This is an optimization exercise on Yosys and OpenROAD, whose aim is small area, a short achievable clock period and few clock cycles per item, not a production implementation.
Only simulation tests tie the RTL to the original design; equivalence was not proved.

// vedic_mult_pipe
module vedic_mult_pipe #(
    parameter int WIDTH = 32
) (
    input  logic              clk,
    input  logic              rst_n,
    input  logic              in_valid,
    output logic              in_ready,
    input  logic [WIDTH-1:0]  in_a,
    input  logic [WIDTH-1:0]  in_b,
    input  logic              in_signed,
    output logic              out_valid,
    input  logic              out_ready,
    output logic [2*WIDTH-1:0] out_p,
    output logic              busy
);
Size: about 2,700 cells after synthesis.
==> flow/config.mk <==
export PLATFORM = sky130hd
export DESIGN_NAME = vedic_mult_pipe
export DESIGN_NICKNAME = vedic_mult_pipe
export VERILOG_FILES = /design/flow/design.v
export SDC_FILE = /design/flow/constraint.sdc
export NUM_CORES = 4
export LEC_CHECK = 0
export CAP_MARGIN = 20
export CORE_MARGIN = 2
export CORE_UTILIZATION = 65
export CTS_BUF_LIST = sky130_fd_sc_hd__clkbuf_8
export PLACE_DENSITY = 0.85
export SLEW_MARGIN = 20
export SYNTH_HIERARCHICAL = 1
==> flow/constraint.sdc <==
create_clock -name core_clock -period 11.0 [get_ports {clk}]
set_input_delay 2.2000 -clock core_clock [delete_from_list [all_inputs] [get_ports {clk}]]
set_output_delay 2.2000 -clock core_clock [all_outputs]
set_load 0.01 [all_outputs]
run.sh (not shown) runs the stock make flow with config.mk's settings and CLKGATE_MAP_FILE= SYNTH_SCRIPT=/design/flow/synth_recipe.tcl, a recipe that flattens the netlist after the stock synthesis.
Testbench counts at the start, summed over its fixed seeds: cycles 16,024, items 16,000.
Change:
==> flow/flow/run.sh (new file) <==
#!/bin/bash
export BUFFER_PORTS_ARGS="-buffer_cell sky130_fd_sc_hd__buf_2"
bash standard.sh > standard.log 2>&1
==> flow/standard.sh (new file) <==
#!/bin/bash
# synth_recipe.tcl (not shown) runs the flow's synth.tcl, then flattens the netlist and writes it again
# the make line also repeats each setting of config.mk as NAME=value (left out here)
make -C /OpenROAD-flow-scripts/flow DESIGN_CONFIG=/design/flow/config.mk WORK_HOME=/design/flow/orfs CLKGATE_MAP_FILE= SYNTH_SCRIPT=/design/flow/synth_recipe.tcl "${@:-finish}"
Settings changed: CORE_UTILIZATION 65 to 45, CTS_BUF_LIST sky130_fd_sc_hd__clkbuf_8 to unset, PLACE_DENSITY 0.85 to 0.6.
removed: flow/run.sh
Utilization shrinks by 23 points.
Clock-buffer cell count shrinks by 16.
Synthesized area stays the same.
Worst setup slack loses 14 ps.
Synthesized cell count does not change.
Wire length hardly moves.
Design area shrinks slightly.
Sequential cell count stays the same.

========
try-willow:
vedic_mult_pipe, a different RTL version from the one above (not shown whole).
Size: ~2900 cells after synthesis, about 140 I/O pins, about 34000 sq um of cells after synthesis.
==> flow/config.mk <==
export PLATFORM = sky130hd
export DESIGN_NAME = vedic_mult_pipe
export DESIGN_NICKNAME = vedic_mult_pipe
export VERILOG_FILES = /design/flow/design.v
export SDC_FILE = /design/flow/constraint.sdc
export NUM_CORES = 4
export LEC_CHECK = 0
export CAP_MARGIN = 20
export CORE_MARGIN = 2
export CORE_UTILIZATION = 60
export CTS_BUF_LIST = sky130_fd_sc_hd__clkbuf_8
export CTS_CLUSTER_SIZE = 20
export PLACE_DENSITY = 0.75
export SLEW_MARGIN = 20
export SYNTH_HIERARCHICAL = 1
export TNS_END_PERCENT = 0
==> flow/constraint.sdc <==
create_clock -name core_clock -period 11.0 [get_ports {clk}]
set_input_delay 2.2000 -clock core_clock [delete_from_list [all_inputs] [get_ports {clk}]]
set_output_delay 2.2000 -clock core_clock [all_outputs]
set_load 0.01 [all_outputs]
standard.sh (not shown) runs the stock make flow with config.mk's settings and CLKGATE_MAP_FILE= SYNTH_SCRIPT=/design/flow/synth_recipe.tcl, a recipe that flattens the netlist after the stock synthesis.
==> flow/flow/run.sh <==
#!/bin/bash
# The standard layout (standard.sh), with two changes to how it is made:
# ports are buffered with buf_1, and ORFS's repair_timing aims for setup slack
# above zero (it repairs against the 11 ns clock the SDC gives).
export BUFFER_PORTS_ARGS="-buffer_cell sky130_fd_sc_hd__buf_1"
export SETUP_SLACK_MARGIN=7.6
bash standard.sh > standard.log 2>&1
Testbench counts of try-willow, summed over its fixed seeds: cycles 16,024, items 16,000.
Here is what was changed in the inputs of try-delta compared with try-willow.
- a deleted TNS_END_PERCENT that had been 0
- a deleted CTS_CLUSTER_SIZE that had been 20
==> flow/run.sh (new file) <==
#!/bin/bash
# synth_recipe.tcl (not shown) runs the flow's synth.tcl, then flattens the netlist and writes it again
# the make line also repeats each setting of config.mk as NAME=value (left out here)
make -C /OpenROAD-flow-scripts/flow DESIGN_CONFIG=/design/flow/config.mk WORK_HOME=/design/flow/orfs CLKGATE_MAP_FILE= SYNTH_SCRIPT=/design/flow/synth_recipe.tcl finish
removed: flow/flow/run.sh
removed: flow/standard.sh
Notes after the runs:
- The final layout from try-delta, which completed every stage, passed the timing, design-rule and antenna checks at the end of the flow.
- Going from try-willow to try-delta, fraction of met3 tracks used by global routing grows by 0.53 points.
- try-willow leaves more setup margin than try-delta.
- Diff try-willow -> try-delta: peak per-stage delay on the critical path increased 110 ps, fraction of met1 tracks used by global routing went up by 0.88 points, number of cells on the worst hold path now sits lower.
What try-xenon does differently from try-delta at the input level:
- PLACE_DENSITY changed from 0.75 to 0.6
- CORE_UTILIZATION changed from 60 to 45
==> flow/flow/run.sh (new file) <==
#!/bin/bash
# The standard layout (standard.sh); the only change is that ports are
# buffered with buf_1 instead of the buffer buffer_ports picks by default.
export BUFFER_PORTS_ARGS="-buffer_cell sky130_fd_sc_hd__buf_1"
bash standard.sh > standard.log 2>&1
==> flow/standard.sh (new file) <==
#!/bin/bash
# synth_recipe.tcl (not shown) runs the flow's synth.tcl, then flattens the netlist and writes it again
# the make line also repeats each setting of config.mk as NAME=value (left out here)
make -C /OpenROAD-flow-scripts/flow DESIGN_CONFIG=/design/flow/config.mk WORK_HOME=/design/flow/orfs CLKGATE_MAP_FILE= SYNTH_SCRIPT=/design/flow/synth_recipe.tcl "${@:-finish}"
removed: flow/run.sh
## What came out
The higher sequential portion of the cell area of try-delta and try-xenon is in try-xenon. Start point of the critical path: a0n[27] -> try-delta, xa0n -> try-xenon. try-xenon against try-delta; number of design-rule violations left by the first detailed-router iteration is down by more than 10%. Against try-delta, final wirelength in try-xenon rose by a few percent. Changes observed in try-xenon relative to try-delta: relative area change from synthesis to final layout lower.
Relative to try-xenon, the following input files were edited for try-pepper:
- CORE_UTILIZATION: 45 -> 60
- TNS_END_PERCENT: unset -> 0
- CTS_CLUSTER_SIZE: unset -> 20
- PLACE_DENSITY: 0.6 -> 0.75
==> flow/flow/run.sh <==
#!/bin/bash
# The standard layout (standard.sh), with two changes to how it is made:
# ports are buffered with buf_1, and ORFS's repair_timing aims for setup slack
# above zero (it repairs against the 11 ns clock the SDC gives).
export BUFFER_PORTS_ARGS="-buffer_cell sky130_fd_sc_hd__buf_1"
export SETUP_SLACK_MARGIN=7.9
bash standard.sh > standard.log 2>&1
Findings:
Required time of the critical path ends up lower on try-xenon.
Post-route worst setup slack on try-pepper is ahead of try-xenon.
On via count: between try-xenon and try-pepper, it ends up higher for try-pepper.
try-xenon ended up with xa0n as its start point of the critical path; try-pepper ended up with bonen0[6].
Note that the total half-perimeter wirelength after legalization and detailed placement recorded for try-xenon amounts to 1.08 times the value seen in try-pepper.
Sort try-xenon and try-pepper by delay of the slowest cell on the worst path, descending, and try-xenon comes first.

========
vedic_mult_pipe, a different RTL version from the one above (not shown whole).
Size in the first run: roughly 2900 cells after synthesis, roughly 140 I/O pins, ~34000 µm² of cells after synthesis.
==> flow/design.v (excerpt) <==
module vedic_mult_pipe #(
    parameter int WIDTH = 32
) (
    input  logic              clk,
    input  logic              rst_n,
    input  logic              in_valid,
    output logic              in_ready,
    input  logic [WIDTH-1:0]  in_a,
    input  logic [WIDTH-1:0]  in_b,
    input  logic              in_signed,
    output logic              out_valid,
    input  logic              out_ready,
    output logic [2*WIDTH-1:0] out_p,
    output logic              busy
);
==> flow/config.mk <==
export PLATFORM = sky130hd
export DESIGN_NAME = vedic_mult_pipe
export DESIGN_NICKNAME = vedic_mult_pipe
export VERILOG_FILES = /design/flow/design.v
export SDC_FILE = /design/flow/constraint.sdc
export NUM_CORES = 4
export LEC_CHECK = 0
export CAP_MARGIN = 20
export CORE_MARGIN = 2
export CORE_UTILIZATION = 60
export CTS_BUF_LIST = sky130_fd_sc_hd__clkbuf_8
export PLACE_DENSITY = 0.75
export SLEW_MARGIN = 20
export SYNTH_HIERARCHICAL = 1
export TNS_END_PERCENT = 0
==> flow/constraint.sdc <==
create_clock -name core_clock -period 11.0 [get_ports {clk}]
set_input_delay 2.2000 -clock core_clock [delete_from_list [all_inputs] [get_ports {clk}]]
set_output_delay 2.2000 -clock core_clock [all_outputs]
set_load 0.01 [all_outputs]
==> flow/flow/run.sh <==
#!/bin/bash
# The standard layout (standard.sh), with two changes to how it is made:
# ports are buffered with buf_1, and ORFS's repair_timing aims for setup slack
# above zero (it repairs against the 11 ns clock the SDC gives).
export BUFFER_PORTS_ARGS="-buffer_cell sky130_fd_sc_hd__buf_1"
export SETUP_SLACK_MARGIN=7.42
bash standard.sh > standard.log 2>&1
The baseline completed with no timing, DRC or antenna violations.
Testbench counts at the start, summed over its fixed seeds: cycles 16,024, items 16,000.
Then changed:
--- a/flow/flow/run.sh
+++ b/flow/flow/run.sh
@@ -5,3 +5,3 @@
 export BUFFER_PORTS_ARGS="-buffer_cell sky130_fd_sc_hd__buf_1"
-export SETUP_SLACK_MARGIN=7.42
+export SETUP_SLACK_MARGIN=7.5
 bash standard.sh > standard.log 2>&1
Settings changed: CTS_BUF_LIST sky130_fd_sc_hd__clkbuf_8 to sky130_fd_sc_hd__clkbuf_4.
After rerunning: The changed run completed with no timing, DRC or antenna violations. Via count increases slightly. Setup slack got worse by 0.14 ns. Cell area decreases slightly. Sequential share of layout area increases by 0.30 points.
Then changed:
Settings changed: CTS_BUF_LIST sky130_fd_sc_hd__clkbuf_4 to sky130_fd_sc_hd__clkbuf_8.
- first-iteration DRC count decreases by 0.56%
- design area increases by 1.0%
- die area does not change
- hold slack hardly moves
- fmax increases by 3.8%
- synthesized cell count does not change
Then changed:
Settings changed: CTS_BUF_LIST sky130_fd_sc_hd__clkbuf_8 to sky130_fd_sc_hd__clkbuf_4 sky130_fd_sc_hd__clkbuf_8.
What happened: Maximum frequency hardly moves; via count goes up by 0.43%; clock skew stays flat; synthesized area is unchanged; global-route usage barely changes; setup slack barely changes; utilization barely changes; count of clock-buffer cells in the layout grows by 20; final area barely changes; non-clock buffer count goes down by 2.

-- separate check: timing with driven ports --
The flow's constraints put no driver on any port. The routed layouts listed below were extracted and timed again, unchanged, in two steps.
Step 1: set_driving_cell puts a clkbuf_16 on clk and a buf_2 on each other input, an assumption about the parent block.
Step 2 moves the port delays by t, midway between the first and last clock arrival at a register: inputs arrive t later, outputs are due t later. That takes back most of the time a late clock gives input paths.
Three values: ideal, step 1, step 2; two values: the first two.
run | t (ns) | setup WS [ns] | hold slack, ns | latest minus earliest clock arrival (ns) | worst slew at a driven data input, ns
the first run of note 1 | 0.715 | 6.829 / 6.829 / 6.829 | 0.511 / 0.511 / 0.511 | 0.037 / 0.038 | 0.06
the second run of note 1 | 0.649 | 6.816 / 6.816 / 6.816 | 0.511 / 0.511 / 0.511 | 0.032 / 0.032 | 0.04
try-willow | 0.742 | 7.472 / 7.472 / 7.472 | 0.513 / 0.513 / 0.513 | 0.049 / 0.049 | 0.05
try-delta | 0.711 | 7.092 / 7.092 / 7.092 | 0.493 / 0.493 / 0.493 | 0.069 / 0.069 | 0.05
try-xenon | 0.748 | 7.055 / 7.055 / 7.055 | 0.508 / 0.508 / 0.508 | 0.062 / 0.061 | 0.04
try-pepper | 0.742 | 7.472 / 7.472 / 7.472 | 0.513 / 0.513 / 0.513 | 0.049 / 0.049 | 0.05
the first run of note 3 | 0.726 | 7.370 / 7.370 / 7.370 | 0.450 / 0.450 / 0.450 | 0.046 / 0.046 | 0.05
the second run of note 3 | 0.916 | 7.231 / 7.231 / 7.231 | 0.452 / 0.452 / 0.452 | 0.062 / 0.062 | 0.05
the third run of note 3 | 0.726 | 7.370 / 7.370 / 7.370 | 0.450 / 0.450 / 0.450 | 0.046 / 0.046 | 0.05
the fourth run of note 3 | 0.712 | 7.371 / 7.371 / 7.371 | 0.451 / 0.451 / 0.451 | 0.045 / 0.045 | 0.05
After both steps every run listed still meets setup and hold.
